Source: an optimization exercise on an open RTL-to-GDS flow (aim: small area and a short achievable clock period). Production flows keep margins and buffers that such runs may drop. The RTL was checked by simulation tests, not by an equivalence proof against the original design. Power is estimated from default activity; no workload was simulated.

## flow/config.mk

```make
export PLATFORM = sky130hd
export DESIGN_NAME = regfile_fwd_sb
export DESIGN_NICKNAME = regfile_fwd_sb
export VERILOG_FILES = /design/flow/design.v
export SDC_FILE = /design/flow/constraint.sdc
export NUM_CORES = 4
export LEC_CHECK = 0
export CAP_MARGIN = 20
export CORE_MARGIN = 2
export CORE_UTILIZATION = 55
export CTS_BUF_LIST = sky130_fd_sc_hd__clkbuf_4 sky130_fd_sc_hd__clkbuf_8
export SETUP_SLACK_MARGIN = 2.0
export SLEW_MARGIN = 20
export SYNTH_HIERARCHICAL = 1
export SYNTH_MINIMUM_KEEP_SIZE = 0
```

## flow/run.sh

```bash
#!/bin/bash
# synth_recipe.tcl (not shown) runs the flow's synth.tcl, then flattens the netlist and writes it again
# the make line also repeats each setting of config.mk as NAME=value (left out here)
make -C /OpenROAD-flow-scripts/flow DESIGN_CONFIG=/design/flow/config.mk WORK_HOME=/design/flow/orfs CLKGATE_MAP_FILE= SYNTH_SCRIPT=/design/flow/synth_recipe.tcl finish
```

## flow/constraint.sdc

```tcl
create_clock -name core_clock -period 7.0 [get_ports {clk}]
set_input_delay 1.4000 -clock core_clock [delete_from_list [all_inputs] [get_ports {clk}]]
set_output_delay 1.4000 -clock core_clock [all_outputs]
set_load 0.01 [all_outputs]
```

## flow/design.v

```verilog
module rf_aoi3 (
  input  logic a0, a1, a2, s0, s1, s2,
  output logic y
);
  assign y = ~((a0 & s0) | (a1 & s1) | (a2 & s2));
endmodule
module rf_nand2 (
  input  logic a, s,
  output logic y
);
  assign y = ~(a & s);
endmodule
module rf_nand4 (
  input  logic a, b, c, d,
  output logic y
);
  assign y = ~(a & b & c & d);
endmodule
module rf_oai31 (
  input  logic a, b, c, e,
  output logic y
);
  assign y = ~((a | b | c) & e);
endmodule
module rf_nand2b (
  input  logic a, b,
  output logic y
);
  assign y = ~(a & b);
endmodule
module rf_nand3 (
  input  logic a, b, c,
  output logic y
);
  assign y = ~(a & b & c);
endmodule
module rf_rdbit (
  input  logic [31:0] d,
  input  logic [31:0] s,
  input  logic        nohit,
  input  logic        bn,
  output logic        y
);
  logic [10:0] n;
  for (genvar g = 0; g < 10; g++) begin : g_aoi
    rf_aoi3 u (.a0(d[3*g+1]), .a1(d[3*g+2]), .a2(d[3*g+3]),
               .s0(s[3*g+1]), .s1(s[3*g+2]), .s2(s[3*g+3]), .y(n[g]));
  end
  rf_nand2 u_l (.a(d[31]), .s(s[31]), .y(n[10]));
  logic [2:0] o;
  rf_nand4 u_o0 (.a(n[0]), .b(n[1]), .c(n[2]), .d(n[3]), .y(o[0]));
  rf_nand4 u_o1 (.a(n[4]), .b(n[5]), .c(n[6]), .d(n[7]), .y(o[1]));
  rf_nand3 u_o2 (.a(n[8]), .b(n[9]), .c(n[10]), .y(o[2]));
  logic t;
  rf_oai31 u_t (.a(o[0]), .b(o[1]), .c(o[2]), .e(nohit), .y(t));
  rf_nand2b u_y (.a(t), .b(bn), .y(y));
endmodule
module regfile_fwd_sb #(
  parameter  int XLEN  = 32,
  parameter  int NREGS = 32,
  localparam int AW    = $clog2(NREGS)
) (
  input  logic            clk,
  input  logic            rst_n,
  input  logic [AW-1:0]   rs1,
  input  logic [AW-1:0]   rs2,
  input  logic            we,
  input  logic [AW-1:0]   wa,
  input  logic [XLEN-1:0] wd,
  input  logic            ex_fwd,
  input  logic            ex_load,
  input  logic [AW-1:0]   ex_rd,
  input  logic [XLEN-1:0] ex_data,
  input  logic            mem_fwd,
  input  logic [AW-1:0]   mem_rd,
  input  logic [XLEN-1:0] mem_data,
  input  logic            iss_valid,
  input  logic [AW-1:0]   iss_rd,
  output logic [XLEN-1:0] rd1,
  output logic [XLEN-1:0] rd2,
  output logic            stall,
  output logic            ready
);
  logic [AW:0] cnt;
  logic        run_q, run;
  assign run_q = cnt[AW];
  assign run   = run_q && rst_n;
  always_ff @(posedge clk) begin
    if (!rst_n)      cnt <= '0;
    else if (!run_q) cnt <= cnt + 1'b1;
  end
  logic [XLEN-1:0] regfile [1:NREGS-1];
  logic [XLEN-1:0] wdat;
  assign wdat = run_q ? wd : '0;
  for (genvar i = 1; i < NREGS; i++) begin : g_reg
    always_ff @(posedge clk) begin
      if (!run_q || (we && wa == AW'(i))) regfile[i] <= wdat;
    end
  end
  logic [NREGS-1:0] pending;
  always_ff @(posedge clk) begin
    if (!run) begin
      pending <= '0;
    end else begin
      for (int i = 1; i < NREGS; i++) begin
        if (iss_valid && iss_rd == AW'(i))  pending[i] <= 1'b1;
        else if (we && wa == AW'(i))        pending[i] <= 1'b0;
      end
      pending[0] <= 1'b0;
    end
  end
  logic ex_ok, ld_ok, mem_ok, wb_ok;
  assign ex_ok  = ex_fwd  && (ex_rd  != '0);
  assign ld_ok  = ex_load && (ex_rd  != '0);
  assign mem_ok = mem_fwd && (mem_rd != '0);
  assign wb_ok  = we      && (wa     != '0);
  logic [1:0][AW-1:0]   rs;
  logic [1:0][XLEN-1:0] rd_p;
  logic [1:0]           hold_p;
  assign rs = {rs2, rs1};
  for (genvar p = 0; p < 2; p++) begin : g_port
    logic ex_m, mem_m, wb_m, ld_h, nohit, sel_ex, sel_mem, sel_wb;
    logic [31:0] sel;
    assign ex_m    = ex_ok  && (ex_rd  == rs[p]);
    assign mem_m   = mem_ok && (mem_rd == rs[p]);
    assign wb_m    = wb_ok  && (wa     == rs[p]);
    assign ld_h    = ld_ok  && (ex_rd  == rs[p]);
    assign nohit   = !ex_m && !mem_m && !wb_m;
    assign sel_ex  = ex_m;
    assign sel_mem = !ex_m && mem_m;
    assign sel_wb  = !ex_m && !mem_m && wb_m;
    assign sel[0]  = 1'b0;
    for (genvar i = 1; i < NREGS; i++) begin : g_sel
      assign sel[i] = (rs[p] == AW'(i));
    end
    for (genvar b = 0; b < XLEN; b++) begin : g_bit
      logic [31:0] d;
      logic        bn;
      assign d[0] = 1'b0;
      for (genvar i = 1; i < NREGS; i++) begin : g_d
        assign d[i] = regfile[i][b];
      end
      rf_aoi3 u_byp (.a0(ex_data[b]), .a1(mem_data[b]), .a2(wd[b]),
                     .s0(sel_ex), .s1(sel_mem), .s2(sel_wb), .y(bn));
      rf_rdbit u_bit (.d(d), .s(sel), .nohit(nohit), .bn(bn), .y(rd_p[p][b]));
    end
    logic pend_rd;
    always_comb begin
      pend_rd = 1'b0;
      for (int i = 1; i < NREGS; i++) pend_rd = pend_rd | (sel[i] & pending[i]);
    end
    assign hold_p[p] = ld_h || (nohit && pend_rd);
  end
  assign rd1   = rd_p[0];
  assign rd2   = rd_p[1];
  assign stall = !run || (|hold_p);
  assign ready = run;
endmodule
```

==> results of run 1 <==
## worst max-delay path, delay by kind of cell
family	cells	cell delay (ns)
buffers and inverters	6	0.88
AO/OA/AOI/OAI	2	0.78
AND/OR/NAND/NOR	5	0.76
## how the worst max path moves through the flow
stage / end / startpoint
after floorplan: stall / ex_rd[0]
after global placement: rd1[22] / rs1[1]
after detailed placement: rd1[14] / rs1[1]
after CTS: rd2[31] / rs2[2]
after global routing: rd1[14] / rs1[2]
final: rd2[14] / rs2[0]
## repair_timing
item                       in CTS  in global routing
gates resized for setup       610                 86
pin swaps                     238                143
hold endpoints to repair        0                  0
setup buffers                 234                 60
cloned                         28                  6
setup endpoints to repair      65                 65
## report_power, final
part           switching, mW  internal (mW)
clock network           2.49           2.58
registers            0.00127           6.65
logic                  0.367          0.293
## layer usage
metal / vias up / wire [µm]
met4: 6 / 16370
met3: 889 / 37160
met2: 4026 / 80330
met1: 18090 / 61440
li1: 14220 / -
met5: - / 98
## area by class of cell
class,instances,area [µm²]
clock inverter,76,489.2
inverter,4,18.77
fill,4866,21030
tap,1040,1301
sequential,1029,30530
timing repair buffer,684,7576
multi-input combinational,1565,13560
clock buffer,219,2689
antenna,4,10.01
## registers in the layout (all words and copies together) (netlist names)
signal,cells
cnt,6
regfile,992
pending,31
==> metrics.md, run 1 <==
| Metric | Value |
|---|---|
| Largest net degree at the start of global routing | `50` |
| Vias per Instance | `8.056` |
| Initial antenna violation count | `9` |
| Met1 Use GR | `59.01%` |
| R2R depth | `3` |
| Post-Route Utilization | `72.76%` |
| RSZ-0062 raised after global routing | `yes` |
| Required time of the worst setup path | `5.60 ns` |
| Vias in the first global route | `35330` |
| Worst-Skew Late Latency | `0.85 ns` |
| Final cell count without fillers | `4621` |
| Gate Count Post-Synth | `2629` |
| Cts bufs inserted | `166` |
| Kind of end point of the critical path | `output port` |
| Fin. max-slew vios | `0` |
| Final-report hold violation count | `0` |
| Worst R2R End | `regfile[2][0]$_DFFE_PP_` |
| Gr usage total | `47.69%` |
| # IOs | `199` |
| Setup TNS | `0 ns` |
| Min cycle time layout | `5.251 ns` |
| Post-Syn Nets | `2763` |
| Outcome | `finished clean` |
| Drt initial violations | `10530` |
| GRT Max-Usage Layer | `met2` |
| Cts hold-fix bufs | `0` |
| Hold Path Depth | `2` |
| Via count | `37230` |
| Post-DP Area | `48200 µm²` |
| P_leak | `21.66 nW` |
| Ys Warns | `8` |
| Cell row count | `102` |
| Hold EP | `cnt[3]$_SDFFE_PN0N_` |
| Worst Tran Pin Value | `1.212 ns` |
| Met3 Track Usage GR | `22.33%` |
| VDD IR max | `195.5 µV` |
| Worst Hold Launch | `cnt[3]$_SDFFE_PN0N_` |
| Clock transition at the registers of the reported paths | `0.06 ns` |
| # nets final | `3584` |
| Largest stage delay, worst path | `0.47 ns` |
| Worst setup margin | `1.749 ns` |
| Clock sinks | `1029` |
| Class of the worst hold path | `flip-flop to flip-flop` |
| Detail Placement HPWL | `103500 µm` |
| Max Freq | `190.4 MHz` |
| Post-route cell area | `56180 µm²` |
| Finish-stage setup viols | `0` |
| Die H | `282.9 µm` |
| DRT antenna net count | `0` |
| Die width | `282.9 µm` |
| Remaining global-route overflow | `0` |
| Root Buffer | `clkbuf_8` |
| Worst R2R Setup Slack | `4.38 ns` |
| CTS tree | `done` |
| Max Cap Viol | `0` |
| First-pass GRT wire length | `262000 µm` |
| Drt first pass iters | `15` |
| DR DRC count | `0` |
| CP startpoint kind | `primary input` |
| Met2 usage | `66.74%` |
| Slew HR | `19.18%` |
| Area Overhead vs Synth | `31.32%` |
| CORE AREA | `77210 µm²` |
| Post-synthesis average cell area | `16.27 µm²` |
| Routed WL per cell | `42.28 µm` |
| Most common cell after layout, fill and taps aside | `edfxtp_1` |
| Worst hold slack | `0.5171 ns` |
| Most frequent cells in the layout | `edfxtp_1, a222oi_1, buf_4, nand2_1, clkbuf_8` |
| Synth Cell Area | `42780 µm²` |
| Worst Path Arrival | `3.85 ns` |
| Worst-path cell chain | `buf_12 -> buf_8 -> nand2_4 -> or2_4 -> nor2_4 -> buf_6 -> buf_16 -> buf_6 -> a222oi_1 -> nand4_1 -> o31ai_4 -> nand2_1 -> buf_2` |
| Crit-path slowest cell | `o31ai_4` |
| Dpl cells | `3992` |
| Layout Skew | `0.04357 ns` |
| Htree depth | `4` |
| Starting density of the core | `55.41%` |
| Die ar. | `80030 µm²` |
| Power Dens Cells | `220.3 nW/µm²` |
| Total power | `12.38 mW` |
| Origin of the critical flop-to-flop path | `cnt[5]$_SDFF_PN0_` |
| Setup WS pre-CTS | `0.3827 ns` |
| Final worst-path cycle share | `75.02%` |
| CP dominant cell by count | `buf_6` |
| CP max FO | `8` |
| Final wirelength | `195400 µm` |
| Buffers added on ports | `198` |
| Critical path class | `primary input to output port` |
| Clock buffer depth | `3` |
| Share of cells above drive strength 1 | `30.42%` |
| Gpl congestion | `0.9831` |
==> run 2, diff against run 1 <==
==> flow/flow/run.sh (new file) <==
#!/bin/bash
# Own layout flow: the standard ORFS flow, with smaller port buffers
# and a clock tree built from mid-size clock buffers without dummy loads.
set -euo pipefail
cp standard.sh standard.sh.log
bash standard.sh \
  "BUFFER_PORTS_ARGS=-buffer_cell sky130_fd_sc_hd__buf_2" \
  "CTS_ARGS=-sink_clustering_enable -repair_clock_nets -dont_use_dummy_load -buf_list {sky130_fd_sc_hd__clkbuf_4 sky130_fd_sc_hd__clkbuf_8}" \
  finish > make.log 2>&1
==> flow/standard.sh (new file) <==
#!/bin/bash
# synth_recipe.tcl (not shown) runs the flow's synth.tcl, then flattens the netlist and writes it again
# the make line also repeats each setting of config.mk as NAME=value (left out here)
make -C /OpenROAD-flow-scripts/flow DESIGN_CONFIG=/design/flow/config.mk WORK_HOME=/design/flow/orfs CLKGATE_MAP_FILE= SYNTH_SCRIPT=/design/flow/synth_recipe.tcl "${@:-finish}"
removed: flow/run.sh
==> metrics.md, run 2 <==
| Metric | Value |
|---|---|
| Final-report hold violation count | `0 (unchanged)` |
| Most common cell after layout, fill and taps aside | `edfxtp_1 (unchanged)` |
| Gpl congestion | `0.9371 (was 0.9831)` |
| DR DRC count | `0 (unchanged)` |
| Htree depth | `4 (unchanged)` |
| VDD IR max | `175.1 µV (was 195.5 µV)` |
| CTS tree | `done (unchanged)` |
| Routed WL per cell | `46.99 µm (was 42.28 µm)` |
| Layout Skew | `0.04889 ns (was 0.04357 ns)` |
| Top Registers | `regfile x992, pending x31, cnt x6 (unchanged)` |
| # nets final | `3522 (was 3584)` |
| Die H | `282.9 µm (unchanged)` |
| Cell row count | `102 (unchanged)` |
| Die width | `282.9 µm (unchanged)` |
| Ys Warns | `8 (unchanged)` |
| Synth Cell Area | `42780 µm² (unchanged)` |
| Filler Cell Count | `4964 (was 4866)` |
| Finish-stage setup viols | `0 (unchanged)` |
| Crit-path slowest cell | `nand4_1 (was o31ai_4)` |
| Kind of end point of the critical path | `output port (unchanged)` |
| Root Buffer | `clkbuf_8 (unchanged)` |
| Required time of the worst setup path | `5.60 ns (about the same)` |
| Die ar. | `80030 µm² (unchanged)` |
| Biggest register | `regfile (unchanged)` |
| Worst Tran Pin Value | `1.143 ns (was 1.212 ns)` |
| Most frequent cells in the layout | `edfxtp_1, a222oi_1, buf_4, buf_2, nand2_1 (was edfxtp_1, a222oi_1, buf_4, nand2_1, clkbuf_8)` |
| Setup WS pre-CTS | `1.008 ns (was 0.3827 ns)` |
| Max Cap Viol | `0 (unchanged)` |
| CORE AREA | `77210 µm² (unchanged)` |
| Fin. max-slew vios | `0 (unchanged)` |
| Post-synthesis average cell area | `16.27 µm² (unchanged)` |
| Worst setup margin | `1.633 ns (was 1.749 ns)` |
| Buffers added on ports | `198 (unchanged)` |
| Final wirelength | `208400 µm (was 195400 µm)` |
| Via count | `38090 (was 37230)` |
| Clock buffer depth | `3 (unchanged)` |
| Power Dens Cells | `211.7 nW/µm² (was 220.3 nW/µm²)` |
| Largest net degree at the start of global routing | `44 (was 50)` |
| Drt initial violations | `11380 (was 10530)` |
| Gr usage total | `48.26% (was 47.69%)` |
| Drt first pass iters | `17 (was 15)` |
| Clock transition at the registers of the reported paths | `0.05 ns (was 0.06 ns)` |
| Largest stage delay, worst path | `0.60 ns (was 0.47 ns)` |
| Max FFs per register | `992 (unchanged)` |
| Share of cells above drive strength 1 | `30.74% (was 30.42%)` |
| Cts hold-fix bufs | `0 (unchanged)` |
| Initial antenna violation count | `12 (was 9)` |
| DRT antenna net count | `0 (unchanged)` |
| Post-DP Area | `46640 µm² (was 48200 µm²)` |
| Worst-Skew Late Latency | `0.85 ns (about the same)` |
| Post-Syn Nets | `2763 (unchanged)` |
| Worst Path Arrival | `3.97 ns (was 3.85 ns)` |
| Class of the worst hold path | `flip-flop to flip-flop (unchanged)` |
| Starting density of the core | `55.41% (unchanged)` |
| Worst R2R Setup Slack | `4.26 ns (was 4.38 ns)` |
| Min cycle time layout | `5.367 ns (was 5.251 ns)` |
| Vias per Instance | `8.587 (was 8.056)` |
| CP max FO | `32 (was 8)` |
| Clock sinks | `1029 (unchanged)` |
| Area of the multi-input gates | `13560 µm² (about the same)` |
| Seq. cell area | `30530 µm² (unchanged)` |
| Post-Route Utilization | `70.60% (was 72.76%)` |
| Final worst-path cycle share | `76.68% (was 75.02%)` |
| Max Freq | `186.3 MHz (was 190.4 MHz)` |
| Crit path max-delay family | `simple AND/OR/NAND/NOR gates (was buffers and inverters)` |
| # IOs | `199 (unchanged)` |
| Gate Count Post-Synth | `2629 (unchanged)` |
| Area Overhead vs Synth | `27.43% (was 31.32%)` |
| CP startpoint kind | `primary input (unchanged)` |
| Total power | `11.54 mW (was 12.38 mW)` |
| Remaining global-route overflow | `0 (unchanged)` |
| Buf/Inv on CP | `4 (was 6)` |
| Worst-path cell chain | `buf_16 -> buf_4 -> or3_4 -> nor2_4 -> buf_6 -> a222oi_1 -> nand4_1 -> o31ai_2 -> nand2_2 -> buf_2 (was buf_12 -> buf_8 -> nand2_4 -> or2_4 -> nor2_4 -> buf_6 -> buf_16 -> buf_6 -> a222oi_1 -> nand4_1 -> o31ai_4 -> nand2_1 -> buf_2)` |
| RSZ-0062 raised after global routing | `yes (unchanged)` |
| Outcome | `finished clean (unchanged)` |
| First-pass GRT wire length | `262600 µm (was 262000 µm)` |
| Post-route cell area | `54510 µm² (was 56180 µm²)` |
| Setup TNS | `0 ns (unchanged)` |
| Critical path class | `primary input to output port (unchanged)` |
| Cts bufs inserted | `165 (was 166)` |
| Slew HR | `23.77% (was 19.18%)` |
| P_leak | `20.96 nW (was 21.66 nW)` |
| Detail Placement HPWL | `101400 µm (was 103500 µm)` |
| Vias in the first global route | `34960 (was 35330)` |
==> run 2: path summary, 6_finish.rpt <==
path	startpoint	depth (start not counted)	endpoint
max	rs1[4]	10	rd1[17]
min	cnt[3]$_SDFFE_PN0N_	2	cnt[3]$_SDFFE_PN0N_
max reg2reg	cnt[5]$_SDFF_PN0_	2	regfile[29][26]$_DFFE_PP_
min reg2reg	cnt[3]$_SDFFE_PN0N_	2	cnt[3]$_SDFFE_PN0N_
==> run 2: metrics by stage <==
step	instances	hold WS, ns
5_1_grt	4429	0.5537
3_3_place_gp	3948	0.4832
4_1_cts	4267	0.5110
6_report	4435	0.5145
2_1_floorplan	2629	0.4708
3_5_place_dp	3949	0.4999
==> run 2: cell type report <==
class	count	share of cell area, %
Multi-Input combinational cell	1563	24.87
Clock buffer	165	4.166
Sequential cell	1029	56.01
Antenna cell	9	0.04131
Inverter	4	0.02754
Tap cell	1040	2.387
Timing Repair Buffer	625	12.50
==> run 2: worst register-to-register path, stage by stage, from the launching register on <==
cell     delay [ns]
dfxtp_4        0.74
buf_4          0.69
and2_1         0.95
==> run 2: what timing repair did <==
item	4_1_cts	5_1_grt
gates resized for setup	223	134
endpoints found under the setup margin	65	65
buffers inserted	133	131
pin swaps	101	154
gates cloned	20	25
==> run 2: routing by layer <==
metal / wire, µm / share of wire, % / track usage (%) / up-vias
li1: - / - / - / 13970
met1: 63250 / 30 / 59.17 / 18270
met2: 83970 / 40 / 66.58 / 4651
met3: 41360 / 20 / 21.69 / 1184
met4: 19500 / 9.4 / 36.64 / 14
met5: 321 / 0.15 / 2.564 / -
==> run 2: report_power, final <==
part           leakage [nW]  switching (mW)  internal, mW
Sequential             12.5         0.00128          6.65
Clock                  1.19            2.18          2.07
Combinational          7.23           0.388         0.252
Total                  21.0            2.57          8.97

==> separate check: timing with driven ports <==
How much do the figures lean on ideal ports? The routed layouts below were timed once more, with nothing changed but the port constraints. Step 1 sets driving cells, clkbuf_16 on the clock port and buf_2 on the other inputs (assumed; they add their load-dependent delay and slew). Step 2 also shifts input and output timing later by t, the mid clock arrival at the registers, as if the neighbouring blocks saw the same clock. a / b / c = no drivers / after step 1 / after step 2; a / b = the first two.
run	t, ns	setup WS [ns]	worst hold slack (ns)	slew at the worst register clock pin (ns)	cell pins on the clock port's net
run 1	0.902	1.749 / 1.697 / 1.697	0.517 / 0.517 / 0.517	0.08 / 0.08	1
run 2	0.881	1.633 / 1.457 / 1.457	0.515 / 0.515 / 0.515	0.06 / 0.06	1
After both steps setup and hold are still met in every run listed. For run 2, which loses most, drivers alone change the setup slack by -0.176 ns; drivers and shift together by -0.176 ns.
